What follows belongs to an exercise in optimizing a design on an open flow for small area; a production flow would make more cautious choices. At most, simulation tests tie the RTL to the original design; equivalence was not proved. Only the layout flow was run in run 7; the RTL was not checked for function there. Power is estimated from default activity; no workload was simulated.

==> run.sh <==
#!/bin/bash
# synth_recipe.tcl (not shown) runs the flow's synth.tcl, then flattens the netlist and writes it again
# the make line also repeats each setting of config.mk as NAME=value (left out here)
make -C /OpenROAD-flow-scripts/flow DESIGN_CONFIG=/design/flow/config.mk WORK_HOME=/design/flow/orfs CLKGATE_MAP_FILE= SYNTH_SCRIPT=/design/flow/synth_recipe.tcl finish
==> config.mk <==
export PLATFORM = sky130hd
export DESIGN_NAME = mem_spi_flash_responder
export DESIGN_NICKNAME = mem_spi_flash_responder
export VERILOG_FILES = /design/flow/design.v
export SDC_FILE = /design/flow/constraint.sdc
export NUM_CORES = 4
export LEC_CHECK = 0
export CAP_MARGIN = 20
export CORE_MARGIN = 2
export CORE_UTILIZATION = 40
export SLEW_MARGIN = 20
==> constraint.sdc <==
create_clock -name core_clock -period 8.0 [get_ports {clk}]
set_input_delay 1.6000 -clock core_clock [delete_from_list [all_inputs] [get_ports {clk}]]
set_output_delay 1.6000 -clock core_clock [all_outputs]
set_load 0.01 [all_outputs]
==> design.v <==
module mem_spi_flash_responder #(
  parameter int ADDR_BITS    = 8,
  parameter bit QE_INIT      = 1'b0,
  parameter int DUMMY_CYCLES = 8
) (
  input  logic       clk,
  input  logic       rst,
  input  logic       in_cs_n,
  input  logic       in_sclk,
  input  logic [3:0] in_io,
  output logic [3:0] out_io,
  output logic [3:0] out_io_oe,
  output logic       out_qe,
  output logic       out_wel
);
  localparam logic [3:0] C_NONE  = 4'd0,
                         C_RD1   = 4'd1,
                         C_RDQ   = 4'd2,
                         C_SR1   = 4'd3,
                         C_SR2   = 4'd4,
                         C_WRSR  = 4'd5,
                         C_PROG  = 4'd6,
                         C_ERASE = 4'd7,
                         C_CLR   = 4'd8,
                         C_WREN  = 4'd9;
  logic [2047:0] ring;
  logic [7:0]    t_q;
  logic          sclk_q;
  logic [5:0]    cnt_q;
  logic [3:0]    cmd_q;
  logic [6:0]    sh_q;
  logic [7:0]    x_q;
  logic [7:0]    rbuf_q;
  logic          wel_q, qe_q, wpend_q, er_pend_q, er_act_q;
  logic       mosi, rise, idle, byte_done, adv, hit, cap, er_on;
  logic [7:0] op, fa, s, tap;
  logic       ph32, ph40;
  assign mosi  = in_io[0];
  assign rise  = in_sclk & ~sclk_q;
  assign idle  = in_cs_n | rst;
  assign op    = {sh_q, mosi};
  assign ph32  = cnt_q[5];
  assign ph40  = cnt_q[5] & cnt_q[3];
  assign byte_done = rise & (cmd_q == C_PROG) & ph32 & (cnt_q[2:0] == 3'd7);
  assign adv = rise & (((cmd_q == C_RD1) & ph32 & (cnt_q[2:0] == 3'd7)) |
                       ((cmd_q == C_RDQ) & ph40 & cnt_q[0]));
  assign fa  = ((cmd_q == C_RD1) & ~ph32) ? {x_q[6:0], mosi} : x_q;
  assign s   = fa + t_q + {7'd0, adv};
  assign cap = ((cmd_q == C_RD1) | (cmd_q == C_RDQ)) & (s[2:0] == 3'd0);
  assign tap = ring[{s[7:3], 6'd0} +: 8];
  assign hit = wpend_q & (s[5:0] == 6'd0);
  assign er_on = er_pend_q | er_act_q;
  always_ff @(posedge clk) begin
    for (int p = 0; p < 256; p++) begin
      if (p % 64 == 1) begin
        for (int b = 0; b < 8; b++)
          ring[8*p+b] <= (ring[8*(p-1)+b] & ~(hit & (s[7:6] == 2'((p-1)/64)) & ~rbuf_q[b])) | er_on;
      end else begin
        ring[8*p +: 8] <= ring[8*((p+255)%256) +: 8];
      end
    end
  end
  always_ff @(posedge clk) begin
    t_q    <= t_q + 8'd1;
    sclk_q <= in_sclk;
    if (rise) sh_q <= {sh_q[5:0], mosi};
    if (rise && cnt_q[5:3] != 3'd0 && !cnt_q[5]) x_q <= {x_q[6:0], mosi};
    else if (adv || hit) x_q <= x_q + 8'd1;
    if (byte_done) rbuf_q <= op;
    else if (cap) rbuf_q <= tap;
  end
  always_ff @(posedge clk) begin
    if (idle) begin
      cnt_q <= '0;
      cmd_q <= C_NONE;
    end else if (rise) begin
      cnt_q[2:0] <= cnt_q[2:0] + 3'd1;
      if (cnt_q[2:0] == 3'd7 && cnt_q[5:3] != 3'd5) cnt_q[5:3] <= cnt_q[5:3] + 3'd1;
      if (cnt_q == 6'd7) begin
        case (op)
          8'h03:        cmd_q <= C_RD1;
          8'h6B:        cmd_q <= qe_q ? C_RDQ : C_NONE;
          8'h05:        cmd_q <= C_SR1;
          8'h35:        cmd_q <= C_SR2;
          8'h31:        cmd_q <= wel_q ? C_WRSR : C_NONE;
          8'h02:        cmd_q <= wel_q ? C_PROG : C_NONE;
          8'hC7, 8'h60: cmd_q <= wel_q ? C_ERASE : C_NONE;
          8'h04:        cmd_q <= wel_q ? C_CLR : C_NONE;
          8'h06:        cmd_q <= C_WREN;
          default:      cmd_q <= C_NONE;
        endcase
      end
    end
  end
  always_ff @(posedge clk) begin
    if (rst) begin
      wel_q     <= 1'b0;
      qe_q      <= QE_INIT;
      wpend_q   <= 1'b0;
      er_pend_q <= 1'b1;
      er_act_q  <= 1'b0;
    end else begin
      if (in_cs_n) begin
        if (cmd_q == C_WREN) wel_q <= 1'b1;
        else if (cmd_q == C_CLR || cmd_q == C_WRSR || cmd_q == C_PROG || cmd_q == C_ERASE) wel_q <= 1'b0;
      end
      if (rise && cmd_q == C_WRSR && cnt_q == 6'd15) qe_q <= sh_q[0];
      if (byte_done) wpend_q <= 1'b1;
      else if (hit) wpend_q <= 1'b0;
      if (in_cs_n && cmd_q == C_ERASE) er_pend_q <= 1'b1;
      else if (t_q[5:0] == 6'd0) er_pend_q <= 1'b0;
      if (er_pend_q && t_q[5:0] == 6'd0) er_act_q <= 1'b1;
      else if (t_q[5:0] == 6'd63) er_act_q <= 1'b0;
    end
  end
  logic       rd1, rdq, srd, sbit;
  logic [3:0] nib;
  assign rd1  = (cmd_q == C_RD1) & ph32;
  assign rdq  = (cmd_q == C_RDQ) & ph40;
  assign srd  = (cmd_q == C_SR1) | (cmd_q == C_SR2);
  assign sbit = ((cmd_q == C_SR1) ? wel_q : qe_q) & (cnt_q[2:0] == 3'd6);
  assign nib  = cnt_q[0] ? rbuf_q[3:0] : rbuf_q[7:4];
  assign out_io_oe = {rdq, rdq, rd1 | rdq | srd, rdq};
  assign out_io    = {nib[3] & rdq, nib[2] & rdq,
                      (rbuf_q[~cnt_q[2:0]] & rd1) | (nib[1] & rdq) | (sbit & srd),
                      nib[0] & rdq};
  assign out_qe    = qe_q;
  assign out_wel   = wel_q;
endmodule
==> impl_metrics.tcl, run 1 <==
set metrics [dict create \
    clk_pin_slew_ns 0.06 \
    grtUsageTotal 0.114 \
    p_per_area_mw_per_mm2 357 \
    areaGrowthSynthToFinish_pct 17.2 \
    grt_first_pass_wirelength_mm 105 \
    synth_edf_count 23 \
    pre_cts_ws_ns 1.34 \
    cts_sinks 2095 \
    cts_hold_buf 0 \
    post-route-util 0.471 \
    internal-power_mw 15.8 \
    drt_iter0_drc 950 \
    finalInstanceArea_mm2 0.0547 \
    met3_usage 0.0302 \
    crit_top_cell "a21oi_1" \
    htreeDepth 4 \
    dpl_cell_area_mm2 0.0487 \
    place_hpwl_mm 38.5 \
    ys_seq_area_frac 0.903 \
    setup_ws_ns 2.19 \
    synth_top_family_by_area "multiplexers" \
    fin_hold_ws_ns 0.305 \
    yosys_warnings 1 \
    setup_tns_ns 0 \
    cts_tree "built" \
    p_seq_frac 0.561 \
    slew_viol_final 0 \
    cts-root-buf "clkbuf_16" \
    synthesis.area_mm2 0.0467 \
    use_met1 0.168 \
    synth_cell_types 62 \
    grt_util_met2 0.156 \
    clock.fmax_mhz 172 \
    start_util 0.402 \
    synth_mux_area_frac 0.0327 \
    swShare 0.193 \
    setup.worst_path.end_class "register" \
    leakage_nw 22.3 \
    worstMarginPinSlew_ns 0.898 \
    post-cts-setup-buffers 0 \
    synth_nets 2745 \
    clock_power_share 0.436 \
    via_per_inst 4.06 \
    drv_cap 0 \
    cts-buffers-inserted 179 \
    synthAdderAreaFrac 0.00488 \
    power_mw 19.6 \
    dieArea_mm2 0.120 \
    finalCriticalPeriod_ns 5.81 \
    power_frac_comb 0.002 \
    grt_max_degree 73 \
    routed_wl_mm 67.1 \
    crit_chain "clkdlybuf4s50_1 > inv_1 > o21ai_0 > fa_1 > inv_1 > fa_1 > nand2b_1 > a21oi_1 > xor2_4 > buf_12 > mux4_2 > mux2i_1 > a21oi_1 > a21oi_1" \
    yosys.area_share.simple 0.0230 \
    fillers 9764 \
    drive_above_1_share 0.116 \
    finalHoldViolations 0 \
    cpMaxStageDelayCell "xor2_4" \
    ctsResizeCount 0 \
    rsz0062_at_grt "no" \
    final_cells 4553 \
    worstSetupPathType "in -> reg" \
    synthesis.instances 2720 \
    wl_per_cell_um 14.7 \
    fin_nets 2903 \
    io_pins 18 \
    postSynthAreaPerCell_um2 17.2 \
    critical_path.max_stage_delay_ns 0.74 \
    core_area_mm2 0.116 \
    hold_path_class "reg -> reg" \
    ant_nets 0 \
    vias 18500 \
    first_global_vias 18500 \
    yosysTopAreaCellShare 0.888 \
    ir_drop_mv 0.210 \
    rows 125 \
    setup_violations 0 \
    drcViolationCount 0 \
    async_flop_share 0 \
    fp.dieW_um 346 \
    fin_worst_skew_ns 0.0373 \
    fin_crit_sh 0.726 \
    grt_busiest_layer "met1" \
    antenna_found_initial 3 \
    slew-limit-headroom 0.400 \
    p_sw_mw 3.77 \
    ys.flop_type "dfxtp_1" \
    dr.pass1.iters 5 \
    status "no timing/DRC/antenna violations" \
    arrival_ns 6.43 \
    grt_overflow 0 \
    die_y_um 346 \
    cp_num_buf_inv 4 \
    netlist_top_cells_area "dfxtp_1, mux2i_1, edfxtp_1, mux4_2, nand2_1" \
    yosysTopAreaCell "dfxtp_1" \
    clockBufferDepth 3 \
    ys_ff_latch 2095 \
    synth_compound_area_frac 0.0255 \
    worstPathMaxFanout 21 \
    gp_congestion 0.796 \
    setup.worst_path.start_class "primary input" \
    required_ns 8.62 \
    worstSkewPairLatency_ns 0.76 \
    synthXorXnorAreaFrac 0.00372 \
    io_buffers 14 \
    cp_top_family "buffers and inverters" \
    dp.cells 4221 \
]
==> final timing paths <==
path / startpoint / endpoint / slack, ns / cells past startpoint
worst min register to register: ring[1928] / ring[1936] / 0.31 / 0
worst max register to register: cmd_q[1] / rbuf_q[2] / 2.36 / 16
worst max-delay path: in_io[0] / rbuf_q[2] / 2.19 / 14
worst min-delay path: ring[1928] / ring[1936] / 0.31 / 0
==> power by group through the flow <==
stage	Sequential [mW]	Combinational, mW	Clock (mW)
6_report	11.0	0.0486	8.53
3_3_place_gp	11.2	0.0483	0
5_1_grt	11.0	0.0537	9.18
4_1_cts	11.0	0.0495	8.74
2_1_floorplan	11.2	0.0357	0
3_5_place_dp	11.2	0.0491	0
==> layout make-up <==
cell class,count,area (um2),share of cell area
clock buffers,270,5330,0.0973
well taps,1524,1910,0.0348
repair buffers,31,305,0.00558
diodes,1,2.50,0.0000457
flip-flops and latches,2095,42200,0.771
clock inverters,61,706,0.0129
multi-input cells,558,4250,0.0777
inverters,13,48.8,0.000892
==> layer usage <==
metal  part of all wire  routed length, um  vias up
li1                   -                  -     9227
met1               0.53              35500     8772
met2               0.39              26200      327
met3              0.048               3220      162
met4              0.033               2220        2
met5            0.00019                 13        -
==> cells by family after synthesis <==
| kind of cell | count (synthesis) |
|---|---|
| xor gates and xnor gates | 19 |
| adders and majority gates | 17 |
| and+or+nand+nor | 233 |
| AOI/OAI and AO/OA | 172 |
| buffers and inverters | 67 |
| muxes | 117 |
| DFF | 2095 |
==> cells in the mapped netlist, types with 9 or more instances <==
library cell,count
dfxtp_1,2072
nand4_1,9
ha_1,15
and3_1,10
o21ai_0,26
edfxtp_1,23
clkbuf_1,32
mux4_2,27
buf_2,10
nor2_1,44
nand2_1,112
mux2i_1,75
o21ai_1,16
o21a_1,17
inv_1,13
a311oi_1,9
nand3_1,17
a211oi_1,17
xnor2_1,13
a21oi_1,29
mux2_2,15
==> cell usage in the layout, fill, tap and decap left out, drive strengths merged, types with 4 or more instances in the layout <==
master and n:
dfxtp 2072, clkbuf 270, nand2 112, mux2i 75, nor2 44, o21ai 42, clkinv 40, a21oi 29
mux4 27, edfxtp 23, inv 21, a211oi 18, nand3 17, o21a 17, buf 17, mux2 15
ha 15, clkdlybuf4s50 14, xnor2 14, and3 10, nand4 9, a311oi 9, a22oi 8, a311o 8
a211o 8, bufinv 8, o311ai 8, nand2b 6, nor3 6, or3 5, nor2b 5, a21o 5
a31oi 5, clkinvlp 5, xor2 5, o211ai 4
==> sequential cells by signal, indices dropped and copies added, names as in the netlist, 4 cells and up <==
register  count
cnt_q         6
ring       2048
sh_q          7
x_q           8
cmd_q         4
rbuf_q        8
t_q           8
==> inputs of run 2 (changes only) <==
--- a/config.mk
+++ b/config.mk
@@ -8,4 +8,7 @@
 export CAP_MARGIN = 20
 export CORE_MARGIN = 2
 export CORE_UTILIZATION = 40
+export CTS_BUF_LIST = sky130_fd_sc_hd__clkbuf_16
+export CTS_CLUSTER_DIAMETER = 100
+export CTS_CLUSTER_SIZE = 30
 export SLEW_MARGIN = 20
==> run 2 against run 1 <==
Global-route usage shrank 0.65 points. Maximum frequency fell by 1.6%. Still clean. Die area unchanged. Utilization decreased by 3.4 points. Clock skew down 0.0046 ns. Total power is 20% lower. Critical path type unchanged. Largest power group unchanged. Via count is 4.5% lower.
==> impl_metrics.tcl, run 2 <==
set metrics [dict create \
    status "no timing/DRC/antenna violations" \
    setup.worst_path.start_class "primary input" \
    rows 125 \
    ys.flop_type "dfxtp_1" \
    crit_top_cell "a21oi_1" \
    largest_register "ring" \
    ant_nets 0 \
    grt_max_degree 73 \
    fin_hold_ws_ns 0.318 \
    synth_compound_area_frac 0.0255 \
    antenna_found_initial 2 \
    drt_iter0_drc 1091 \
    critical_path.max_stage_delay_ns 0.74 \
    gp_congestion 0.796 \
    drive_above_1_share 0.0570 \
    arrival_ns 6.45 \
    slew-limit-headroom 0.398 \
    clock.fmax_mhz 170 \
    synthesis.area_mm2 0.0467 \
    synth_top_family_by_area "multiplexers" \
    ir_drop_mv 0.161 \
    worstHoldStart "ring[2030]" \
    die_y_um 346 \
    io_pins 18 \
    post-route-util 0.438 \
    crit_chain "clkdlybuf4s50_1 > inv_1 > o21ai_0 > fa_1 > inv_1 > fa_1 > nand2b_1 > a21oi_1 > xor2_4 > buf_12 > mux4_2 > mux2i_1 > a21oi_1 > a21oi_1" \
    drcViolationCount 0 \
    synth_edf_count 23 \
    dr.pass1.iters 5 \
    internal-power_mw 12.7 \
    mostFrequentLayoutCell "dfxtp_1" \
    largest_register_ffs 2048 \
    grt_overflow 0 \
    required_ns 8.55 \
    setup_violations 0 \
    cts_tree "built" \
    fin_nets 2803 \
    finalHoldViolations 0 \
    synth_common_cells "dfxtp_1, nand2_1, mux2i_1" \
    swShare 0.190 \
    r2r-start "cmd_q[1]" \
    first_global_vias 17000 \
    grtUsageTotal 0.108 \
    synthXorXnorAreaFrac 0.00372 \
    setup_tns_ns 0 \
    finalCriticalPeriod_ns 5.90 \
    worstSetupPathType "in -> reg" \
    r2r_cells 16 \
    cts_hold_buf 0 \
    cts_sinks 2095 \
    wl_per_cell_um 14.9 \
    clockBufferDepth 3 \
    routed_wl_mm 64.1 \
    yosys.cell_count.top_type "dfxtp_1" \
    ys_ff_latch 2095 \
    dp.cells 4221 \
    yosys.area_share.simple 0.0230 \
    slew_viol_final 0 \
    post-cts-setup-buffers 0 \
    netlist_top_cells_area "dfxtp_1, mux2i_1, edfxtp_1, mux4_2, nand2_1" \
    postSynthAreaPerCell_um2 17.2 \
    yosysTopAreaCellShare 0.888 \
    synthAdderAreaFrac 0.00488 \
    grt_first_pass_wirelength_mm 99.3 \
    fin_worst_skew_ns 0.0327 \
    hold_path_class "reg -> reg" \
    areaGrowthSynthToFinish_pct 8.76 \
    core_area_mm2 0.116 \
    p_per_area_mw_per_mm2 309 \
    final_cells 4314 \
    holdPathStages 0 \
    drv_cap 0 \
    fillers 10100 \
    clk_pin_slew_ns 0.11 \
    clock_power_share 0.298 \
    yosysTopAreaCell "dfxtp_1" \
    power_frac_comb 0.003 \
    rsz0062_at_grt "no" \
    io_buffers 14 \
    r2r_setup_slack_ns 2.36 \
    yosys_warnings 1 \
    htreeDepth 3 \
    via_per_inst 4.09 \
    cts-buffers-inserted 79 \
    synth_mux_area_frac 0.0327 \
    p_sw_mw 2.98 \
    dieArea_mm2 0.120 \
    ctsResizeCount 0 \
    hold_end "ring[2038]" \
    setup.worst_path.end_class "register" \
    ys_seq_area_frac 0.903 \
    layout_common_cells "dfxtp_1, nand2_1, clkbuf_16" \
    timing.rr.end "rbuf_q[2]" \
    fp.dieW_um 346 \
    vias 17700 \
    synthesis.instances 2720 \
    start_util 0.402 \
    fin_crit_sh 0.737 \
    worstSkewPairLatency_ns 0.69 \
    synth_cell_types 62 \
    leakage_nw 20.4 \
    place_hpwl_mm 38.5 \
    worstPathMaxFanout 21 \
    p_seq_frac 0.699 \
    cts-root-buf "clkbuf_16" \
    cpMaxStageDelayCell "clkdlybuf4s50_1" \
    synth_nets 2745 \
    worstMarginPinSlew_ns 0.900 \
    async_flop_share 0 \
]
-- run 2: cell counts after synthesis --
Identical to the previous run, type by type.
-- run 2: kinds of logic after synthesis --
logic type,count (synthesis)
xor gates and xnor gates,19
adders and majority gates,17
muxes,117
and+or+nand+nor,233
buffers and inverters,67
DFF,2095
AOI/OAI and AO/OA,172
-- run 2: critical path, delay by kind of cell --
family                     cells  cell delay [ns]
buffers and inverters          4             1.29
AOI/OAI and AO/OA              4             1.02
muxes                          2             0.91
xor gates and xnor gates       1             0.74
adders and majority gates      2             0.67
and+or+nand+nor                1             0.16
-- run 2: metrics by stage --
step / setup WS (ns) / power, mW / instance area (um2)
2_1_floorplan: 3.05 / 11.2 / 46700
3_3_place_gp: 1.36 / 11.2 / 48700
3_5_place_dp: 1.34 / 11.3 / 48700
4_1_cts: 2.08 / 15.9 / 50800
5_1_grt: 1.80 / 16.3 / 50800
6_report: 2.10 / 15.7 / 50800
-- run 2: routing by layer --
metal | vias to the layer above | global-route usage | share of wire
met5 | - | 0 | 0.00020
met4 | 2 | 0.0400 | 0.036
met3 | 135 | 0.0217 | 0.035
met2 | 219 | 0.148 | 0.38
met1 | 8442 | 0.166 | 0.55
li1 | 8864 | - | -
-- run 2: worst max-delay path by stage --
stage | slack, ns | startpoint | to
after global placement | 1.36 | in_io[0] | rbuf_q[2]
after global routing | 1.80 | in_io[0] | rbuf_q[2]
after floorplan | 3.05 | in_io[0] | rbuf_q[4]
after detailed placement | 1.34 | in_io[0] | rbuf_q[2]
final | 2.10 | in_io[0] | rbuf_q[2]
after CTS | 2.08 | in_io[0] | rbuf_q[2]
-- run 2: power groups by stage --
stage | Clock, mW | Combinational, mW | Sequential [mW]
after floorplan | 0 | 0.0357 | 11.2
after global placement | 0 | 0.0483 | 11.2
after detailed placement | 0 | 0.0491 | 11.2
after CTS | 4.84 | 0.0492 | 11.0
after global routing | 5.20 | 0.0536 | 11.0
final | 4.67 | 0.0485 | 11.0
-- run 2: cell type report --
cell class | instances | area, um2 | share of cell area
diodes | 1 | 2.50 | 0.0000493
clock buffers | 80 | 2000 | 0.0394
clock inverters | 12 | 111 | 0.00219
inverters | 13 | 48.8 | 0.000961
multi-input cells | 558 | 4250 | 0.0837
flip-flops and latches | 2095 | 42200 | 0.830
well taps | 1524 | 1910 | 0.0375
repair buffers | 31 | 305 | 0.00601
==> inputs of run 3 (changes only) <==
--- a/design.v
+++ b/design.v
@@ -31,9 +31,11 @@
   logic [6:0]    sh_q;
   logic [7:0]    x_q;
   logic [7:0]    rbuf_q;
+  logic [3:0]    hold_q;
   logic          wel_q, qe_q, wpend_q, er_pend_q, er_act_q;
   logic       mosi, rise, idle, byte_done, adv, hit, cap, er_on;
   logic [7:0] op, fa, s, tap;
+  logic       tap7;
   logic       ph32, ph40;
   assign mosi  = in_io[0];
   assign rise  = in_sclk & ~sclk_q;
@@ -43,11 +45,12 @@
   assign ph40  = cnt_q[5] & cnt_q[3];
   assign byte_done = rise & (cmd_q == C_PROG) & ph32 & (cnt_q[2:0] == 3'd7);
   assign adv = rise & (((cmd_q == C_RD1) & ph32 & (cnt_q[2:0] == 3'd7)) |
-                       ((cmd_q == C_RDQ) & ph40 & cnt_q[0]));
+                       ((cmd_q == C_RDQ) & ph40 & ~cnt_q[0]));
   assign fa  = ((cmd_q == C_RD1) & ~ph32) ? {x_q[6:0], mosi} : x_q;
   assign s   = fa + t_q + {7'd0, adv};
   assign cap = ((cmd_q == C_RD1) | (cmd_q == C_RDQ)) & (s[2:0] == 3'd0);
-  assign tap = ring[{s[7:3], 6'd0} +: 8];
+  assign tap  = ring[{s[7:4], 7'd0} +: 8];
+  assign tap7 = ring[{s[7:4], 7'd0} + 64 + 7];
   assign hit = wpend_q & (s[5:0] == 6'd0);
   assign er_on = er_pend_q | er_act_q;
   always_ff @(posedge clk) begin
@@ -67,7 +70,11 @@
     if (rise && cnt_q[5:3] != 3'd0 && !cnt_q[5]) x_q <= {x_q[6:0], mosi};
     else if (adv || hit) x_q <= x_q + 8'd1;
     if (byte_done) rbuf_q <= op;
-    else if (cap) rbuf_q <= tap;
+    else if (cap) begin
+      if (s[3]) rbuf_q[7] <= tap7;
+      else      rbuf_q    <= tap;
+    end
+    if (adv) hold_q <= rbuf_q[3:0];
   end
   always_ff @(posedge clk) begin
     if (idle) begin
@@ -119,7 +126,7 @@
   assign rdq  = (cmd_q == C_RDQ) & ph40;
   assign srd  = (cmd_q == C_SR1) | (cmd_q == C_SR2);
   assign sbit = ((cmd_q == C_SR1) ? wel_q : qe_q) & (cnt_q[2:0] == 3'd6);
-  assign nib  = cnt_q[0] ? rbuf_q[3:0] : rbuf_q[7:4];
+  assign nib  = cnt_q[0] ? hold_q : rbuf_q[7:4];
   assign out_io_oe = {rdq, rdq, rd1 | rdq | srd, rdq};
   assign out_io    = {nib[3] & rdq, nib[2] & rdq,
                       (rbuf_q[~cnt_q[2:0]] & rd1) | (nib[1] & rdq) | (sbit & srd),
==> run 3 against run 2 <==
Largest power group unchanged. Via count fell by 6.7%. Synthesized area is 2.2% lower. Highest routed layer is now met4. Utilization is 0.37 points higher. Synthesized cell count down 7.0%. Largest cell class unchanged. Still clean on timing, DRC and antenna. Setup slack better by 0.14 ns.
==> impl_metrics.tcl, run 3 <==
set metrics [dict create \
    status "no timing/DRC/antenna violations" \
    cts_sinks 2099 \
    worstHoldStart "ring[119]" \
    crit_chain "clkdlybuf4s50_1 > nand2b_1 > clkinv_1 > nand2_1 > fa_1 > nor2b_1 > o2111ai_1 > nand3b_1 > xor2_4 > buf_4 > mux4_1 > a22o_1 > o21ai_1 > a31oi_1" \
    place_hpwl_mm 34.8 \
    ys_ff_latch 2099 \
    grt_first_pass_wirelength_mm 90.8 \
    slew_viol_final 0 \
    ctsResizeCount 0 \
    cts-root-buf "clkbuf_16" \
    synth_common_cells "dfxtp_1, nand2_1, nor2_1" \
    layout_common_cells "dfxtp_1, clkbuf_16, nand2_1" \
    cpMaxStageDelayCell "mux4_1" \
    cts-buffers-inserted 80 \
    slew-limit-headroom 0.263 \
    mostFrequentLayoutCell "dfxtp_1" \
    dieArea_mm2 0.117 \
    grt_max_degree 32 \
    hold_end "ring[127]" \
    timing.rr.end "rbuf_q[7]" \
    r2r_setup_slack_ns 2.66 \
    io_buffers 14 \
    cts_hold_buf 0 \
    critical_path.max_stage_delay_ns 0.66 \
    hold_path_class "reg -> reg" \
    drive_above_1_share 0.0543 \
    async_flop_share 0 \
    drt_iter0_drc 949 \
    setup.worst_path.end_class "register" \
    start_util 0.405 \
    setup_violations 0 \
    first_global_vias 16400 \
    power_mw 15.8 \
    worstSkewPairLatency_ns 0.70 \
    cts_tree "built" \
    vias 16500 \
    drcViolationCount 0 \
    fin_crit_sh 0.720 \
    synth_cell_types 68 \
    yosysTopAreaCell "dfxtp_1" \
    worstSetupPathType "in -> reg" \
    fin_worst_skew_ns 0.0348 \
    setup.worst_path.start_class "primary input" \
    htreeDepth 3 \
    yosysTopAreaCellShare 0.908 \
    clk_pin_slew_ns 0.12 \
    n_antenna_cell 0 \
    ant_nets 0 \
    routed_wl_mm 57.7 \
    ys.flop_type "dfxtp_1" \
    grt_overflow 0 \
    leakage_nw 20.1 \
    holdPathStages 0 \
    grtUsageTotal 0.0992 \
    via_per_inst 4.01 \
    yosys.cell_count.top_type "dfxtp_1" \
    core_area_mm2 0.113 \
    worstMarginPinSlew_ns 1.10 \
    gp_congestion 0.784 \
    fin_nets 2624 \
    antenna_found_initial 6 \
    dr.pass1.iters 5 \
    arrival_ns 6.21 \
    worstPathMaxFanout 24 \
    ir_drop_mv 0.173 \
    io_pins 18 \
    areaGrowthSynthToFinish_pct 9.06 \
    finalHoldViolations 0 \
    clockBufferDepth 3 \
    largest_register_ffs 2048 \
    wl_per_cell_um 14.0 \
    drv_cap 0 \
    required_ns 8.46 \
    netlist_top_cells_area "dfxtp_1, edfxtp_1, mux4_1, mux4_2, nand2_1" \
    setup_tns_ns 0 \
    r2r_cells 15 \
    ys_seq_area_frac 0.926 \
    finalCriticalPeriod_ns 5.76 \
    yosys_warnings 1 \
    r2r-start "cmd_q[0]" \
    fp.dieW_um 342 \
    synth_nets 2554 \
    postSynthAreaPerCell_um2 18.1 \
    largest_register "ring" \
    clock.fmax_mhz 174 \
    rows 123 \
    post-cts-setup-buffers 0 \
    synth_edf_count 27 \
    synthesis.area_mm2 0.0457 \
    die_y_um 342 \
    synthesis.instances 2529 \
    rsz0062_at_grt "no" \
    p_per_area_mw_per_mm2 317 \
]
run 3: critical path, delay by kind of cell:
kind | cells | cell delay (ns)
buf+inv | 3 | 1.33
compound gates | 4 | 0.64
simple gates | 4 | 0.83
fa+ha+maj | 1 | 0.49
mux | 1 | 0.66
xor+xnor | 1 | 0.63
run 3: power by group:
group | internal, mW | leakage (nW) | switching (mW)
sequential | 10.9 | 17.6 | 0.125
combinational | 0.0179 | 1.38 | 0.0169
clock | 1.88 | 1.12 | 2.87
run 3: cells by family (layout without fill, tap and decap cells):
kind of cell             Yosys count  in the layout  synth area share
AO/OA/AOI/OAI                    109            109            0.0146
XOR/XNOR                          14             14           0.00285
adder cells (fa/ha/maj)           17             17           0.00499
buffers and inverters             44            130           0.00521
flip-flops                      2099           2099             0.926
multiplexers                      67             67            0.0270
AND/OR/NAND/NOR                  179            179            0.0191
run 3: metrics by stage:
step / util / hold WS, ns / instances / cell area (um2) / worst slack, ns
2_1_floorplan: - / 0.310 / 2529 / 45700 / 3.25
3_3_place_gp: 0.422 / 0.310 / 4017 / 47600 / 1.69
3_5_place_dp: 0.422 / 0.312 / 4017 / 47600 / 1.50
4_1_cts: 0.441 / 0.303 / 4115 / 49800 / 2.29
5_1_grt: 0.441 / 0.316 / 4115 / 49800 / 1.95
6_report: 0.441 / 0.303 / 4115 / 49800 / 2.24
run 3: worst max path at each step:
stage	from	endpoint	depth (start not counted)
floorplan	in_sclk	rbuf_q[4]	14
global placement	in_sclk	rbuf_q[7]	14
detailed placement	in_sclk	rbuf_q[7]	14
CTS	in_sclk	rbuf_q[7]	14
global route	in_sclk	rbuf_q[3]	14
finish	in_sclk	rbuf_q[7]	14
run 3: layout make-up:
class                   count  area (um2)
inverters                  12        45.0
clock buffers              81        2030
well taps                1500        1880
clock inverters            17         200
flip-flops and latches   2099       42300
multi-input cells         386        3170
repair buffers             20         185
fillers                  9621       63000
run 3: per-layer routing:
| layer | track usage | share of wire | vias to the layer above |
|---|---|---|---|
| li1 | - | - | 8191 |
| met1 | 0.146 | 0.53 | 7921 |
| met2 | 0.143 | 0.40 | 258 |
| met3 | 0.0211 | 0.037 | 112 |
| met4 | 0.0357 | 0.030 | 0 |
| met5 | 0 | 0 | - |
==> inputs of run 4 (changes only) <==
--- a/design.v
+++ b/design.v
@@ -31,7 +31,6 @@
   logic [6:0]    sh_q;
   logic [7:0]    x_q;
   logic [7:0]    rbuf_q;
-  logic [3:0]    hold_q;
   logic          wel_q, qe_q, wpend_q, er_pend_q, er_act_q;
   logic       mosi, rise, idle, byte_done, adv, hit, cap, er_on;
   logic [7:0] op, fa, s, tap;
@@ -66,7 +65,8 @@
   always_ff @(posedge clk) begin
     t_q    <= t_q + 8'd1;
     sclk_q <= in_sclk;
-    if (rise) sh_q <= {sh_q[5:0], mosi};
+    if (adv) sh_q <= {sh_q[5:3], rbuf_q[3:0]};
+    else if (rise) sh_q <= {sh_q[5:0], mosi};
     if (rise && cnt_q[5:3] != 3'd0 && !cnt_q[5]) x_q <= {x_q[6:0], mosi};
     else if (adv || hit) x_q <= x_q + 8'd1;
     if (byte_done) rbuf_q <= op;
@@ -74,7 +74,6 @@
       if (s[3]) rbuf_q[7] <= tap7;
       else      rbuf_q    <= tap;
     end
-    if (adv) hold_q <= rbuf_q[3:0];
   end
   always_ff @(posedge clk) begin
     if (idle) begin
@@ -126,7 +125,7 @@
   assign rdq  = (cmd_q == C_RDQ) & ph40;
   assign srd  = (cmd_q == C_SR1) | (cmd_q == C_SR2);
   assign sbit = ((cmd_q == C_SR1) ? wel_q : qe_q) & (cnt_q[2:0] == 3'd6);
-  assign nib  = cnt_q[0] ? hold_q : rbuf_q[7:4];
+  assign nib  = cnt_q[0] ? sh_q[3:0] : rbuf_q[7:4];
   assign out_io_oe = {rdq, rdq, rd1 | rdq | srd, rdq};
   assign out_io    = {nib[3] & rdq, nib[2] & rdq,
                       (rbuf_q[~cnt_q[2:0]] & rd1) | (nib[1] & rdq) | (sbit & srd),
==> run 4 against run 3 <==
Setup slack got worse by 0.31 ns. Utilization about the same. Cell area about the same. Clock skew decreased by 0.0042 ns. Non-clock buffer count increased by 2. Synthesized cell count increased by 0.36%. Die area decreased by 0.28%. Sequential cell count decreased by 4. Count of clock-buffer cells in the layout unchanged. Worst hold slack improved by 0.0045 ns. Total power decreased by 3.3%. Critical path type unchanged.
==> impl_metrics.tcl, run 4 <==
set metrics [dict create \
    setup_tns_ns 0 \
    drt_iter0_drc 1071 \
    async_flop_share 0 \
    routed_wl_mm 60.1 \
    cts_hold_buf 0 \
    power_mw 15.3 \
    ir_drop_mv 0.170 \
    ys.flop_type "dfxtp_1" \
    post-route-util 0.442 \
    rsz0062_at_grt "no" \
    post-cts-setup-buffers 0 \
    pre_cts_ws_ns 1.16 \
    setup_ws_ns 1.93 \
    required_ns 8.53 \
    mostFrequentLayoutCell "dfxtp_1" \
    status "no timing/DRC/antenna violations" \
    grt_first_pass_wirelength_mm 94.4 \
    ant_nets 0 \
    final_cells 4129 \
    cp_num_buf_inv 3 \
    io_pins 18 \
    crit_chain "clkdlybuf4s50_1 > nand2b_1 > nor2_1 > inv_1 > fa_1 > inv_1 > fa_1 > nand3_1 > a21oi_1 > nor4_1 > or3_1 > nor4b_2 > nand3_1 > o21ai_0 > nand2_1" \
    largest_register_ffs 2048 \
    hold_path_class "reg -> reg" \
    core_area_mm2 0.113 \
    clk_pin_slew_ns 0.11 \
    holdPathStages 0 \
    grt_overflow 0 \
    setup.worst_path.end_class "register" \
    cts-root-buf "clkbuf_16" \
    ctsResizeCount 0 \
    worstMarginPinSlew_ns 0.867 \
    cp_top_family "simple AND/OR/NAND/NOR gates" \
    fin_hold_ws_ns 0.307 \
    finalHoldViolations 0 \
    hold_end "ring[1664]" \
    synthesis.instances 2538 \
    via_per_inst 4.05 \
    worstPathMaxFanout 12 \
    synth_nets 2563 \
    leakage_nw 19.3 \
    ys_seq_area_frac 0.926 \
    worstHoldStart "ring[1656]" \
    slew-limit-headroom 0.422 \
    yosys.cell_count.top_type "dfxtp_1" \
    synthesis.area_mm2 0.0455 \
    io_buffers 14 \
    drv_cap 0 \
    r2r_setup_slack_ns 2.33 \
    grtUsageTotal 0.103 \
    cts-buffers-inserted 80 \
    start_util 0.404 \
    clock.fmax_mhz 165 \
    wl_per_cell_um 14.6 \
    yosysTopAreaCell "dfxtp_1" \
    layout_common_cells "dfxtp_1, clkbuf_16, nand2_1" \
    drcViolationCount 0 \
    yosys_warnings 1 \
    htreeDepth 3 \
    rows 123 \
    cts_sinks 2095 \
    critical_path.max_stage_delay_ns 0.74 \
    slew_viol_final 0 \
    postSynthAreaPerCell_um2 17.9 \
    cts_tree "built" \
    cpMaxStageDelayCell "or3_1" \
    fin_nets 2637 \
    first_global_vias 16900 \
    timing.rr.end "ring[1034]" \
    finalCriticalPeriod_ns 6.07 \
    fin_crit_sh 0.758 \
    fin_worst_skew_ns 0.0307 \
    dp.cells 4030 \
    fp.dieW_um 341 \
    synth_edf_count 23 \
    areaGrowthSynthToFinish_pct 9.28 \
    worstSkewPairLatency_ns 0.69 \
    dpl_cell_area_mm2 0.0475 \
    clockBufferDepth 3 \
    arrival_ns 6.60 \
    worstSetupPathType "in -> reg" \
    netlist_top_cells_area "dfxtp_1, mux4_2, edfxtp_1, nand2_1, o21ai_0" \
    setup.worst_path.start_class "primary input" \
    largest_register "ring" \
    dieArea_mm2 0.117 \
    setup_violations 0 \
    die_y_um 341 \
    place_hpwl_mm 36.4 \
    drive_above_1_share 0.0624 \
    r2r-start "cnt_q[0]" \
    synth_cell_types 59 \
    p_per_area_mw_per_mm2 307 \
    ys_ff_latch 2095 \
    synth_common_cells "dfxtp_1, nand2_1, o21ai_0" \
    vias 16700 \
    yosysTopAreaCellShare 0.911 \
    antenna_found_initial 4 \
    dr.pass1.iters 6 \
    gp_congestion 0.827 \
    grt_max_degree 32 \
    r2r_cells 17 \
    finalInstanceArea_mm2 0.0498 \
]
==> run 4: cell count changes after synthesis, sizes merged, moves of 5 or more <==
cell | before | now
o21ai | 44 | 49
nand3 | 13 | 24
a21oi | 22 | 17
o211a | 1 | 8
nand4 | 7 | 15
nand2b | 7 | 2
o22ai | 8 | 0
==> run 4: power by group <==
part	internal [mW]	total (mW)	switching, mW
Combinational	0.00546	0.0129	0.00740
Sequential	10.4	10.4	0.00449
Clock	1.94	4.82	2.88
==> run 4: metal layers <==
layer	up-vias	share of wire	track usage
met5	-	0.00020	0
met3	130	0.045	0.0238
met2	342	0.41	0.148
li1	8211	-	-
met1	8048	0.52	0.153
met4	2	0.027	0.0335
==> run 4: layout make-up <==
type / count / area [um2]
timing repair buffer: 22 / 200
antenna: 1 / 2.50
fill: 9639 / 62900
tap: 1500 / 1880
clock buffer: 81 / 2030
sequential: 2095 / 42200
multi-input combinational: 397 / 3160
clock inverter: 17 / 254
inverter: 16 / 60.1
==> run 4: worst max path at each step <==
stage	slack, ns	cells after the start	end	from
after global routing	1.67	15	ring[1039]	in_sclk
after floorplan	3.23	15	rbuf_q[3]	in_sclk
after CTS	1.87	15	ring[1034]	in_sclk
final	1.93	15	ring[1034]	in_sclk
after global placement	1.51	15	ring[1032]	in_sclk
after detailed placement	1.16	15	ring[1034]	in_sclk
==> run 4: kinds of logic (layout without fill, tap and decap cells) <==
| kind of cell | after synthesis | after routing | synth area share |
|---|---|---|---|
| AO/OA/AOI/OAI | 107 | 107 | 0.0148 |
| XOR/XNOR | 13 | 13 | 0.00250 |
| adder cells (fa/ha/maj) | 17 | 17 | 0.00500 |
| buffers and inverters | 46 | 136 | 0.00495 |
| flip-flops | 2095 | 2095 | 0.926 |
| multiplexers | 67 | 67 | 0.0252 |
| other | 0 | 1 | 0 |
| AND/OR/NAND/NOR | 193 | 193 | 0.0213 |
==> inputs of run 5 (changes only) <==
==> flow/run.sh (new file) <==
#!/bin/bash
# The standard layout, with the port buffers made from the smallest buffer cell.
set -euo pipefail
bash standard.sh BUFFER_PORTS_ARGS="-buffer_cell sky130_fd_sc_hd__buf_1" finish > flow_make.log 2>&1
==> standard.sh (new file) <==
#!/bin/bash
# synth_recipe.tcl (not shown) runs the flow's synth.tcl, then flattens the netlist and writes it again
# the make line also repeats each setting of config.mk as NAME=value (left out here)
make -C /OpenROAD-flow-scripts/flow DESIGN_CONFIG=/design/flow/config.mk WORK_HOME=/design/flow/orfs CLKGATE_MAP_FILE= SYNTH_SCRIPT=/design/flow/synth_recipe.tcl "${@:-finish}"
removed: run.sh
==> run 5 against run 4 <==
Still clean. Setup slack better by 0.40 ns. Maximum frequency is 7.0% higher. Sequential cell count stayed put.
==> impl_metrics.tcl, run 5 <==
set metrics [dict create \
    synthesis.area_mm2 0.0455 \
    post-route-util 0.440 \
    internal-power_mw 12.3 \
    dieArea_mm2 0.117 \
    r2r-start "cnt_q[0]" \
    ys.flop_type "dfxtp_1" \
    p_sw_mw 2.86 \
    drv_cap 0 \
    cts_tree "built" \
    vias 16700 \
    fillers 9663 \
    io_buffers 14 \
    status "no timing/DRC/antenna violations" \
    endpoint "ring[1039]" \
    cpMaxStageDelayCell "or3_1" \
    ant_nets 0 \
    finalCriticalPeriod_ns 5.67 \
    required_ns 8.54 \
    cts-buffers-inserted 80 \
    rsz0062_at_grt "no" \
    finalHoldViolations 0 \
    start_util 0.404 \
    worstSkewPairLatency_ns 0.68 \
    drive_above_1_share 0.0613 \
    grt_first_pass_wirelength_mm 93.3 \
    cts_sinks 2095 \
    ctsResizeCount 0 \
    dr.pass1.iters 5 \
    setup.worst_path.start_class "primary input" \
    multi_input_area_mm2 0.00315 \
    wl_per_cell_um 14.3 \
    grtUsageTotal 0.102 \
    io_pins 18 \
    slew-limit-headroom 0.452 \
    arrival_ns 6.21 \
    power_mw 15.2 \
    setup.worst_path.end_class "register" \
    startpoint "in_sclk" \
    die_y_um 341 \
    worstPathMaxFanout 12 \
    crit_chain "buf_1 > nand2b_1 > nor2_1 > inv_1 > fa_1 > inv_1 > fa_1 > nand3_1 > a21oi_1 > nor4_1 > or3_1 > nor4b_2 > nand3_1 > o21ai_0 > nand2_1" \
    swShare 0.188 \
    largest_register_ffs 2048 \
    clk_pin_slew_ns 0.11 \
    p_seq_frac 0.689 \
    first_global_vias 16700 \
    via_per_inst 4.04 \
    p_per_area_mw_per_mm2 306 \
    yosys_warnings 1 \
    rows 123 \
    cts_hold_buf 0 \
    power_frac_comb 0.001 \
    critical_path.max_stage_delay_ns 0.69 \
    synthesis.instances 2538 \
    clock_power_share 0.311 \
    seqCellArea_mm2 0.0422 \
    slew_viol_final 0 \
    cts-root-buf "clkbuf_16" \
    worstMarginPinSlew_ns 0.820 \
    mostFrequentLayoutCell "dfxtp_1" \
    areaGrowthSynthToFinish_pct 8.86 \
    clock.fmax_mhz 176 \
    hold_path_class "reg -> reg" \
    grt_max_degree 32 \
    layout_common_cells "dfxtp_1, clkbuf_16, nand2_1" \
    yosysTopAreaCell "dfxtp_1" \
    dpl_cell_area_mm2 0.0474 \
    ys_seq_area_frac 0.926 \
    post-cts-setup-buffers 0 \
    setup_violations 0 \
    gp_congestion 0.831 \
    antenna_found_initial 6 \
    yosys.cell_count.top_type "dfxtp_1" \
    yosysTopAreaCellShare 0.911 \
    setup_tns_ns 0 \
    fp.dieW_um 341 \
    largest_register "ring" \
    final_cells 4129 \
    r2r_cells 17 \
    synth_common_cells "dfxtp_1, nand2_1, o21ai_0" \
    postSynthAreaPerCell_um2 17.9 \
    leakage_nw 19.2 \
    synth_nets 2563 \
    async_flop_share 0 \
    worstSetupPathType "in -> reg" \
    htreeDepth 3 \
    grt_overflow 0 \
    synth_edf_count 23 \
    dp.cells 4031 \
    r2r_setup_slack_ns 2.36 \
    netlist_top_cells_area "dfxtp_1, mux4_2, edfxtp_1, nand2_1, o21ai_0" \
    ir_drop_mv 0.159 \
    drcViolationCount 0 \
    finalInstanceArea_mm2 0.0496 \
    drt_iter0_drc 1003 \
    ys_ff_latch 2095 \
    place_hpwl_mm 35.4 \
    timing.rr.end "ring[1039]" \
    fin_worst_skew_ns 0.0265 \
    core_area_mm2 0.113 \
    fin_crit_sh 0.708 \
    routed_wl_mm 59.1 \
    synth_cell_types 59 \
    clockBufferDepth 3 \
    fin_nets 2638 \
]
## run 5: final cells by class
cell class,instances,share of cell area
multi-input cells,397,0.0636
diodes,2,0.000101
clock buffers,81,0.0409
flip-flops and latches,2095,0.851
clock inverters,15,0.00305
repair buffers,23,0.00242
well taps,1500,0.0379
inverters,16,0.00121
## run 5: power by group through the flow
stage | Sequential [mW] | Combinational [mW] | Clock, mW
finish | 10.4 | 0.0115 | 4.71
global route | 10.5 | 0.0124 | 5.24
CTS | 10.4 | 0.0113 | 4.88
detailed placement | 10.7 | 0.0112 | 0
global placement | 10.7 | 0.0105 | 0
floorplan | 10.7 | 0.00892 | 0
## run 5: worst min-delay path by stage
stage / depth (start not counted) / to / from
final: 0 / ring[1697] / ring[1689]
after global routing: 0 / ring[1376] / ring[1368]
after CTS: 0 / ring[1697] / ring[1689]
after detailed placement: 0 / ring[1004] / ring[996]
after global placement: 0 / ring[192] / ring[184]
after floorplan: 0 / ring[0] / ring[2040]
## run 5: metal layers
| metal | part of all wire | up-vias | GRT usage |
|---|---|---|---|
| met5 | 0.00015 | - | 0 |
| met4 | 0.031 | 2 | 0.0368 |
| met3 | 0.043 | 140 | 0.0236 |
| met2 | 0.40 | 286 | 0.147 |
| met1 | 0.52 | 8023 | 0.149 |
| li1 | - | 8213 | - |
## run 5: per-stage QoR
| step | hold slack [ns] | setup WS [ns] |
|---|---|---|
| 5_1_grt | 0.323 | 1.94 |
| 2_1_floorplan | 0.310 | 3.23 |
| 4_1_cts | 0.301 | 2.40 |
| 3_5_place_dp | 0.312 | 1.69 |
| 6_report | 0.310 | 2.33 |
| 3_3_place_gp | 0.310 | 1.82 |
## run 5: critical path, delay by kind of cell
kind                     cells  cell delay [ns]
adder cells (fa/ha/maj)      2             0.68
buffers and inverters        3             0.46
AND/OR/NAND/NOR              8             2.72
AO/OA/AOI/OAI                2             0.73
## run 5: kinds of logic after synthesis
group,count (synthesis),synth area share
AOI/OAI and AO/OA,107,0.0148
xor gates and xnor gates,13,0.00250
adders and majority gates,17,0.00500
buffers and inverters,46,0.00495
DFF,2095,0.926
muxes,67,0.0252
and+or+nand+nor,193,0.0213
==> inputs of run 6 (changes only) <==
--- a/design.v
+++ b/design.v
@@ -13,16 +13,16 @@
   output logic       out_qe,
   output logic       out_wel
 );
-  localparam logic [3:0] C_NONE  = 4'd0,
-                         C_RD1   = 4'd1,
-                         C_RDQ   = 4'd2,
-                         C_SR1   = 4'd3,
-                         C_SR2   = 4'd4,
-                         C_WRSR  = 4'd5,
-                         C_PROG  = 4'd6,
-                         C_ERASE = 4'd7,
-                         C_CLR   = 4'd8,
-                         C_WREN  = 4'd9;
+  localparam logic [3:0] C_NONE  = 4'b0000,
+                         C_RD1   = 4'b0001,
+                         C_RDQ   = 4'b0011,
+                         C_SR1   = 4'b0100,
+                         C_SR2   = 4'b0110,
+                         C_WREN  = 4'b1000,
+                         C_CLR   = 4'b1100,
+                         C_WRSR  = 4'b1110,
+                         C_PROG  = 4'b1101,
+                         C_ERASE = 4'b1111;
   logic [2047:0] ring;
   logic [7:0]    t_q;
   logic          sclk_q;
@@ -38,7 +38,7 @@
   logic       ph32, ph40;
   assign mosi  = in_io[0];
   assign rise  = in_sclk & ~sclk_q;
-  assign idle  = in_cs_n | rst;
+  assign idle  = in_cs_n;
   assign op    = {sh_q, mosi};
   assign ph32  = cnt_q[5];
   assign ph40  = cnt_q[5] & cnt_q[3];
@@ -47,7 +47,7 @@
                        ((cmd_q == C_RDQ) & ph40 & ~cnt_q[0]));
   assign fa  = ((cmd_q == C_RD1) & ~ph32) ? {x_q[6:0], mosi} : x_q;
   assign s   = fa + t_q + {7'd0, adv};
-  assign cap = ((cmd_q == C_RD1) | (cmd_q == C_RDQ)) & (s[2:0] == 3'd0);
+  assign cap = ~cmd_q[3] & cmd_q[0] & (s[2:0] == 3'd0);
   assign tap  = ring[{s[7:4], 7'd0} +: 8];
   assign tap7 = ring[{s[7:4], 7'd0} + 64 + 7];
   assign hit = wpend_q & (s[5:0] == 6'd0);
@@ -107,8 +107,7 @@
       er_act_q  <= 1'b0;
     end else begin
       if (in_cs_n) begin
-        if (cmd_q == C_WREN) wel_q <= 1'b1;
-        else if (cmd_q == C_CLR || cmd_q == C_WRSR || cmd_q == C_PROG || cmd_q == C_ERASE) wel_q <= 1'b0;
+        if (cmd_q[3]) wel_q <= ~cmd_q[2];
       end
       if (rise && cmd_q == C_WRSR && cnt_q == 6'd15) qe_q <= sh_q[0];
       if (byte_done) wpend_q <= 1'b1;
@@ -123,8 +122,8 @@
   logic [3:0] nib;
   assign rd1  = (cmd_q == C_RD1) & ph32;
   assign rdq  = (cmd_q == C_RDQ) & ph40;
-  assign srd  = (cmd_q == C_SR1) | (cmd_q == C_SR2);
-  assign sbit = ((cmd_q == C_SR1) ? wel_q : qe_q) & (cnt_q[2:0] == 3'd6);
+  assign srd  = ~cmd_q[3] & cmd_q[2];
+  assign sbit = (cmd_q[1] ? qe_q : wel_q) & (cnt_q[2:0] == 3'd6);
   assign nib  = cnt_q[0] ? sh_q[3:0] : rbuf_q[7:4];
   assign out_io_oe = {rdq, rdq, rd1 | rdq | srd, rdq};
   assign out_io    = {nib[3] & rdq, nib[2] & rdq,
==> flow/run.sh (replaced) <==
#!/bin/bash
# The standard layout, except that:
# - ABC maps the logic with area recovery (flow/abc_area.script in place of ORFS's
#   abc_speed.script, in a copy of ORFS's scripts folder); registers are untouched;
# - the port buffers are made from the smallest buffer cell.
set -euo pipefail
rm -rf scripts_area
cp -r "$FLOW_HOME/scripts" scripts_area
cp flow/abc_area.script scripts_area/abc_speed.script
bash standard.sh SCRIPTS_DIR="$PWD/scripts_area" \
  BUFFER_PORTS_ARGS="-buffer_cell sky130_fd_sc_hd__buf_1" finish > flow_make.log 2>&1
==> flow/abc_area.script (new file) <==
&get -n
&st
&dch
&nf -R 1000
&st
&dch
&nf -R 1000
&st
&dch
&nf -R 1000
&put
==> run 6 against run 5 <==
Still clean on timing, DRC and antenna. First-iteration DRC count increased by 19%. Synthesized area is 1.1% lower. Maximum frequency increased by 1.9%. Register-to-register slack better by 0.51 ns. Synthesized cell count decreased by 2.3%. Worst hold slack about the same. Utilization barely moved. Wire length down 1.7%. Setup slack better by 0.10 ns. Die area fell by 1.1%. Critical endpoint is now ring[1546]. Largest cell class unchanged.
==> impl_metrics.tcl, run 6 <==
set metrics [dict create \
    status "no timing/DRC/antenna violations" \
    via_per_inst 3.99 \
    clockBufferDepth 3 \
    fp.dieW_um 340 \
    wl_per_cell_um 14.2 \
    yosysTopAreaCellShare 0.921 \
    mostFrequentLayoutCell "dfxtp_1" \
    p_per_area_mw_per_mm2 320 \
    post-route-util 0.440 \
    drv_cap 0 \
    cts-root-buf "clkbuf_16" \
    slew-limit-headroom 0.414 \
    layout_common_cells "dfxtp_1, nand2_1, clkbuf_16" \
    largest_register_ffs 2048 \
    worstHoldStart "ring[1733]" \
    holdPathStages 0 \
    largest_register "ring" \
    ys_ff_latch 2095 \
    htreeDepth 3 \
    synth_nets 2504 \
    ys_seq_area_frac 0.936 \
    synth_common_cells "dfxtp_1, nand2_1, o21ai_0" \
    ctsResizeCount 0 \
    yosys.cell_count.top_type "dfxtp_1" \
    antenna_found_initial 1 \
    synthesis.area_mm2 0.0450 \
    synth_cell_types 45 \
    clock_power_share 0.302 \
    async_flop_share 0 \
    cts-buffers-inserted 81 \
    rsz0062_at_grt "no" \
    clock.fmax_mhz 180 \
    hold_path_class "reg -> reg" \
    cts_tree "built" \
    worstSetupPathType "in -> reg" \
    required_ns 8.56 \
    slew_viol_final 0 \
    ir_drop_mv 0.257 \
    start_util 0.402 \
    vias 16400 \
    gp_congestion 0.801 \
    setup.worst_path.end_class "register" \
    netlist_top_cells_area "dfxtp_1, mux4_2, edfxtp_1, nand2_1, o21ai_0" \
    grt_overflow 0 \
    grt_first_pass_wirelength_mm 90.7 \
    r2r-start "cnt_q[0]" \
    finalHoldViolations 0 \
    p_seq_frac 0.696 \
    yosysTopAreaCell "dfxtp_1" \
    fin_nets 2611 \
    synth_edf_count 23 \
    fin_hold_ws_ns 0.310 \
    io_pins 18 \
    areaGrowthSynthToFinish_pct 9.43 \
    grt_max_degree 32 \
    post-cts-setup-buffers 0 \
    die_y_um 340 \
    worstSkewPairLatency_ns 0.68 \
    cts_hold_buf 0 \
    place_hpwl_mm 34.8 \
    clk_pin_slew_ns 0.10 \
    worstPathMaxFanout 17 \
    rows 123 \
    core_area_mm2 0.112 \
    drt_iter0_drc 1196 \
    p_sw_mw 3.02 \
    grtUsageTotal 0.101 \
    setup_ws_ns 2.44 \
    ant_nets 0 \
    first_global_vias 16300 \
    pre_cts_ws_ns 1.82 \
    io_buffers 14 \
    dieArea_mm2 0.115 \
    yosys_warnings 1 \
    ys.flop_type "dfxtp_1" \
    routed_wl_mm 58.1 \
    drcViolationCount 0 \
    cts_sinks 2095 \
    internal-power_mw 12.8 \
    arrival_ns 6.12 \
    fin_worst_skew_ns 0.0244 \
    synthesis.instances 2479 \
    finalCriticalPeriod_ns 5.56 \
    fin_crit_sh 0.695 \
    r2r_cells 17 \
    drive_above_1_share 0.0557 \
    worstMarginPinSlew_ns 0.876 \
    setup.worst_path.start_class "primary input" \
    power_frac_comb 0.002 \
    dpl_cell_area_mm2 0.0471 \
    setup_violations 0 \
    leakage_nw 19.7 \
    setup_tns_ns 0 \
    fillers 9728 \
    postSynthAreaPerCell_um2 18.2 \
    dr.pass1.iters 5 \
    swShare 0.192 \
    finalInstanceArea_mm2 0.0493 \
    startpoint "in_sclk" \
]
==> run 6: cell type report <==
| cell class | instances | area, um2 | share of cell area |
|---|---|---|---|
| antenna | 2 | 5.00 | 0.000102 |
| clock buffer | 81 | 2030 | 0.0411 |
| clock inverter | 20 | 190 | 0.00386 |
| inverter | 13 | 48.8 | 0.000990 |
| multi-input combinational | 368 | 2810 | 0.0570 |
| sequential | 2095 | 42200 | 0.856 |
| tap | 1500 | 1880 | 0.0381 |
| timing repair buffer | 27 | 150 | 0.00305 |
==> run 6: final timing paths <==
kind	endpoint	slack [ns]
min reg2reg	ring[1741]	0.31
min	ring[1741]	0.31
max reg2reg	ring[1546]	2.87
max	ring[1546]	2.44
==> run 6: power by group through the flow <==
stage | clock, mW | sequential [mW] | combinational (mW)
floorplan | 0 | 11.2 | 0.0268
global placement | 0 | 11.2 | 0.0347
detailed placement | 0 | 11.2 | 0.0362
CTS | 4.93 | 11.0 | 0.0364
global route | 5.26 | 11.0 | 0.0403
finish | 4.76 | 11.0 | 0.0370
==> run 6: critical path, cell delays in order <==
cell,delay (ns)
buf_1,0.09
nand2b_1,0.17
clkinv_1,0.30
nand2_1,0.18
o32ai_1,0.45
clkinv_1,0.35
fa_1,0.47
clkinv_1,0.08
fa_1,0.21
a21o_1,0.13
a21oi_1,0.12
xnor2_2,0.16
buf_4,0.23
nor4_1,0.38
and2_0,0.33
nand2_1,0.46
o21ai_0,0.33
nand2_1,0.07
==> run 6: per-stage QoR <==
step | total power [mW] | instances
global placement | 11.2 | 4003
floorplan | 11.2 | 2479
CTS | 16.0 | 4104
finish | 15.8 | 4106
global route | 16.3 | 4104
detailed placement | 11.3 | 4003
==> run 6: logic make-up (layout without fill, tap and decap cells) <==
kind of cell,after synthesis,count (layout),synth area share
flops,2095,2095,0.936
simple gates,173,173,0.0173
compound gates,111,111,0.0146
mux,51,51,0.0218
fa+ha+maj,17,17,0.00506
xor+xnor,16,16,0.00311
buf+inv,16,141,0.00158
other cells,0,2,0
==> run 6: layer usage <==
metal | part of all wire | global-route usage | vias up
li1 | - | - | 8078
met1 | 0.53 | 0.150 | 7871
met2 | 0.40 | 0.143 | 298
met3 | 0.046 | 0.0224 | 128
met4 | 0.027 | 0.0370 | 0
met5 | 0 | 0 | -
==> inputs of run 7 (changes only) <==
--- a/design.v
+++ b/design.v
@@ -32,12 +32,13 @@
   logic [7:0]    x_q;
   logic [7:0]    rbuf_q;
   logic          wel_q, qe_q, wpend_q, er_pend_q, er_act_q;
-  logic       mosi, rise, idle, byte_done, adv, hit, cap, er_on;
-  logic [7:0] op, fa, s, tap;
+  logic       mosi, rise, fall, idle, byte_done, adv, hit, cap, er_on;
+  logic [7:0] op, s, tap;
   logic       tap7;
   logic       ph32, ph40;
   assign mosi  = in_io[0];
   assign rise  = in_sclk & ~sclk_q;
+  assign fall  = ~in_sclk & sclk_q;
   assign idle  = in_cs_n;
   assign op    = {sh_q, mosi};
   assign ph32  = cnt_q[5];
@@ -45,8 +46,7 @@
   assign byte_done = rise & (cmd_q == C_PROG) & ph32 & (cnt_q[2:0] == 3'd7);
   assign adv = rise & (((cmd_q == C_RD1) & ph32 & (cnt_q[2:0] == 3'd7)) |
                        ((cmd_q == C_RDQ) & ph40 & ~cnt_q[0]));
-  assign fa  = ((cmd_q == C_RD1) & ~ph32) ? {x_q[6:0], mosi} : x_q;
-  assign s   = fa + t_q + {7'd0, adv};
+  assign s   = x_q + t_q + {7'd0, adv};
   assign cap = ~cmd_q[3] & cmd_q[0] & (s[2:0] == 3'd0);
   assign tap  = ring[{s[7:4], 7'd0} +: 8];
   assign tap7 = ring[{s[7:4], 7'd0} + 64 + 7];
@@ -67,7 +67,7 @@
     sclk_q <= in_sclk;
     if (adv) sh_q <= {sh_q[5:3], rbuf_q[3:0]};
     else if (rise) sh_q <= {sh_q[5:0], mosi};
-    if (rise && cnt_q[5:3] != 3'd0 && !cnt_q[5]) x_q <= {x_q[6:0], mosi};
+    if (fall && cnt_q[5:3] != 3'd0 && !cnt_q[5]) x_q <= {x_q[6:0], mosi};
     else if (adv || hit) x_q <= x_q + 8'd1;
     if (byte_done) rbuf_q <= op;
     else if (cap) begin
==> flow/run.sh (replaced) <==
#!/bin/bash
# The standard layout, except that:
# - ABC maps the logic with area recovery (flow/abc_area.script in place of ORFS's
#   abc_speed.script, in a copy of ORFS's scripts folder); registers are untouched;
# - the port buffers are made from the smallest buffer cell;
# - clock tree synthesis uses fixed sink clusters of clkbuf_8 and no dummy loads.
set -euo pipefail
rm -rf scripts_area
cp -r "$FLOW_HOME/scripts" scripts_area
cp flow/abc_area.script scripts_area/abc_speed.script
bash standard.sh SCRIPTS_DIR="$PWD/scripts_area" \
  BUFFER_PORTS_ARGS="-buffer_cell sky130_fd_sc_hd__buf_1" \
  CTS_ARGS="-sink_clustering_enable -repair_clock_nets -buf_list sky130_fd_sc_hd__clkbuf_8 -sink_clustering_size 20 -sink_clustering_max_diameter 100 -dont_use_dummy_load" \
  finish > flow_make.log 2>&1
--- a/config.mk
+++ b/config.mk
@@ -8,7 +8,4 @@
 export CAP_MARGIN = 20
 export CORE_MARGIN = 2
 export CORE_UTILIZATION = 40
-export CTS_BUF_LIST = sky130_fd_sc_hd__clkbuf_16
-export CTS_CLUSTER_DIAMETER = 100
-export CTS_CLUSTER_SIZE = 30
 export SLEW_MARGIN = 20
==> run 7 against run 6 <==
Synthesized area decreased by 0.14%. Utilization down 0.61 points. Wire length down 1.7%. Synthesized cell count down 0.40%. Still clean. Non-clock buffer count decreased by 1. Total power fell by 4.7%. Clock skew grew 0.075 ns. Sequential cell count unchanged. Cell area fell by 1.4%. Sequential share of layout area increased by 1.2 points. Critical path depth increased by 1. First-iteration DRC count fell by 24%.
==> impl_metrics.tcl, run 7 <==
set metrics [dict create \
    ys_seq_area_frac 0.938 \
    yosys.cell_count.top_type "dfxtp_1" \
    final_cells 4110 \
    worstSkewPairLatency_ns 0.80 \
    synth_cell_types 45 \
    power_mw 15.0 \
    layout_common_cells "dfxtp_1, clkbuf_8, nand2_1" \
    yosys.area_share.simple 0.0187 \
    slew_viol_final 0 \
    mostFrequentLayoutCell "dfxtp_1" \
    setup_violations 0 \
    antenna_found_initial 8 \
    finalCriticalPeriod_ns 5.75 \
    synth_mux_area_frac 0.0209 \
    drive_above_1_share 0.0648 \
    netlist_top_cells_area "dfxtp_1, mux4_2, edfxtp_1, nand2_1, o21ai_0" \
    largest_register_ffs 2048 \
    rows 123 \
    status "no timing/DRC/antenna violations" \
    setup_tns_ns 0 \
    synth_edf_count 23 \
    io_pins 18 \
    synthXorXnorAreaFrac 0.00331 \
    via_per_inst 3.97 \
    required_ns 8.62 \
    ant_nets 0 \
    drcViolationCount 0 \
    postSynthAreaPerCell_um2 18.2 \
    first_global_vias 16300 \
    fin_worst_skew_ns 0.0996 \
    yosysTopAreaCellShare 0.922 \
    cts_tree "built" \
    synth_nets 2494 \
    arrival_ns 6.38 \
    synthesis.instances 2469 \
    finalHoldViolations 0 \
    crit_chain "buf_1 > nand2b_1 > clkinv_1 > nand2_1 > o32a_1 > clkinv_1 > fa_1 > clkinv_1 > fa_1 > nor2b_1 > o21ai_0 > nand2b_1 > a211oi_1 > nor2_1 > xor2_1 > nor2b_1 > nand2_1 > o21ai_0 > nand2_1" \
    cpMaxStageDelayCell "nor2b_1" \
    cp_num_buf_inv 4 \
    place_hpwl_mm 34.6 \
    synth_top_family_by_area "multiplexers" \
    cp_top_family "simple AND/OR/NAND/NOR gates" \
    ir_drop_mv 0.178 \
    p_per_area_mw_per_mm2 309 \
    critical_path.max_stage_delay_ns 0.74 \
    cts_sinks 2095 \
    hold_path_class "reg -> reg" \
    slew-limit-headroom 0.407 \
    vias 16300 \
    worstSetupPathType "in -> reg" \
    areaGrowthSynthToFinish_pct 8.08 \
    clk_pin_slew_ns 0.11 \
    dp.cells 3992 \
    fin_nets 2634 \
    post-route-util 0.434 \
    synth_common_cells "dfxtp_1, nand2_1, o21ai_0" \
    grtUsageTotal 0.100 \
    clock.fmax_mhz 174 \
    wl_per_cell_um 13.9 \
    worstMarginPinSlew_ns 0.883 \
    grt_first_pass_wirelength_mm 90.5 \
    core_area_mm2 0.112 \
    die_y_um 339 \
    yosysTopAreaCell "dfxtp_1" \
    setup.worst_path.end_class "register" \
    drv_cap 0 \
    start_util 0.401 \
    async_flop_share 0 \
    setup.worst_path.start_class "primary input" \
    fin_crit_sh 0.719 \
    htreeDepth 3 \
    synthAdderAreaFrac 0.00506 \
    routed_wl_mm 57.1 \
    largest_register "ring" \
    cts_hold_buf 0 \
    worstPathMaxFanout 13 \
    rsz0062_at_grt "no" \
    clockBufferDepth 3 \
    ctsResizeCount 0 \
    cts-root-buf "clkbuf_8" \
    dieArea_mm2 0.115 \
    drt_iter0_drc 910 \
    dr.pass1.iters 5 \
    fp.dieW_um 339 \
    ys.flop_type "dfxtp_1" \
    cts-buffers-inserted 115 \
    yosys_warnings 1 \
    grt_overflow 0 \
    ys_ff_latch 2095 \
    synthesis.area_mm2 0.0450 \
    grt_max_degree 33 \
    synth_compound_area_frac 0.0126 \
    post-cts-setup-buffers 0 \
    io_buffers 14 \
    finalInstanceArea_mm2 0.0486 \
    leakage_nw 19.5 \
    gp_congestion 0.800 \
    dpl_cell_area_mm2 0.0470 \
]
==> run 7: cell count changes in the layout (fill, tap and decap cells not counted), sizes merged, moves of 5 or more <==
cell / change
clkbuf: +34
nand4: +6
a31oi: -7
o21ai: -10
inv: -15
xor2: +5
==> run 7: report_power, final <==
group / total (mW) / internal, mW / switching [mW]
clock: 4.01 / 1.29 / 2.72
sequential: 11.0 / 10.9 / 0.128
combinational: 0.0356 / 0.0187 / 0.0170
total: 15.0 / 12.2 / 2.86
==> run 7: per-stage QoR <==
| step | hold WS [ns] | worst slack [ns] |
|---|---|---|
| after global routing | 0.245 | 1.93 |
| after floorplan | 0.310 | 0.435 |
| final | 0.235 | 2.25 |
| after detailed placement | 0.312 | 1.48 |
| after CTS | 0.242 | 2.38 |
| after global placement | 0.310 | 1.58 |
==> run 7: metal layers <==
layer | vias to the layer above | share of wire | GRT usage
li1 | 8068 | - | -
met1 | 7830 | 0.52 | 0.147
met2 | 276 | 0.40 | 0.142
met3 | 145 | 0.055 | 0.0269
met4 | 6 | 0.030 | 0.0359
met5 | - | 0.00056 | 0
==> run 7: final timing paths <==
kind,startpoint,endpoint,slack (ns),depth (start not counted)
worst min register to register,ring[1090],ring[1098],0.23,0
worst min-delay path,ring[1090],ring[1098],0.23,0
worst max-delay path,in_sclk,ring[527],2.25,19
worst max register to register,sclk_q,ring[527],2.79,18
==> run 7: cells by family after synthesis <==
group	after synthesis
buffers and inverters	16
DFF	2095
and+or+nand+nor	183
AOI/OAI and AO/OA	95
adders and majority gates	17
xor gates and xnor gates	17
muxes	46
==> run 7: layout make-up <==
type                       instances  area, um2
multi-input combinational        358       2770
clock buffer                     115       1580
inverter                          13       48.8
timing repair buffer              26        143
fill                            9806      63400
antenna                            3       7.51
sequential                      2095      42200
tap                             1500       1880
==> run 7: worst reg2reg max path, cell delays in order, from the launching register on <==
cell and delay, ns:
dfxtp_1 0.36, nand2b_1 0.19, clkinv_1 0.38, nand2_1 0.27, o32a_1 0.36, clkinv_1 0.16
fa_1 0.42, clkinv_1 0.07, fa_1 0.20, nor2b_1 0.05, o21ai_0 0.17, nand2b_1 0.17
a211oi_1 0.26, nor2_1 0.07, xor2_1 0.23, nor2b_1 0.74, nand2_1 0.55, o21ai_0 0.30
nand2_1 0.07

-- re-timing with driven ports --
The flow's constraints put no driver on any port. The routed layouts listed below were extracted and timed again, unchanged, in two steps.
Step 1 (the two cells are an assumption about what drives the block):
set clk [get_ports {clk}]
set_driving_cell -lib_cell sky130_fd_sc_hd__clkbuf_16 $clk
set_driving_cell -lib_cell sky130_fd_sc_hd__buf_2 [delete_from_list [all_inputs] $clk]
Step 2 also shifts input and output timing later by t, the mid clock arrival at the registers, as if the neighbouring blocks saw the same clock.
Slacks: ideal / step 1 / step 2; pairs: ideal / step 1.
| run | shift t [ns] | setup WS [ns] | hold slack, ns | clock arrival spread, ns | cell pins on the clock port's net |
|---|---|---|---|---|---|
| run 1 | 0.811 | 2.193 / 2.139 / 1.328 | 0.305 / 0.305 / 0.305 | 0.043 / 0.043 | 1 |
| run 2 | 0.733 | 2.100 / 2.045 / 1.312 | 0.318 / 0.318 / 0.318 | 0.034 / 0.034 | 1 |
| run 3 | 0.735 | 2.243 / 2.279 / 1.544 | 0.303 / 0.303 / 0.303 | 0.053 / 0.052 | 1 |
| run 4 | 0.735 | 1.935 / 1.973 / 1.238 | 0.307 / 0.307 / 0.307 | 0.043 / 0.044 | 1 |
| run 5 | 0.731 | 2.333 / 2.364 / 1.650 | 0.310 / 0.310 / 0.310 | 0.041 / 0.042 | 1 |
| run 6 | 0.728 | 2.436 / 2.478 / 1.751 | 0.310 / 0.310 / 0.310 | 0.043 / 0.043 | 1 |
| run 7 | 0.817 | 2.245 / 2.210 / 1.393 | 0.235 / 0.235 / 0.235 | 0.104 / 0.103 | 1 |
After both steps setup and hold are still met in every run listed. The setup slack of run 1, which loses most, moves by -0.054 ns with the drivers and by -0.865 ns with both steps.
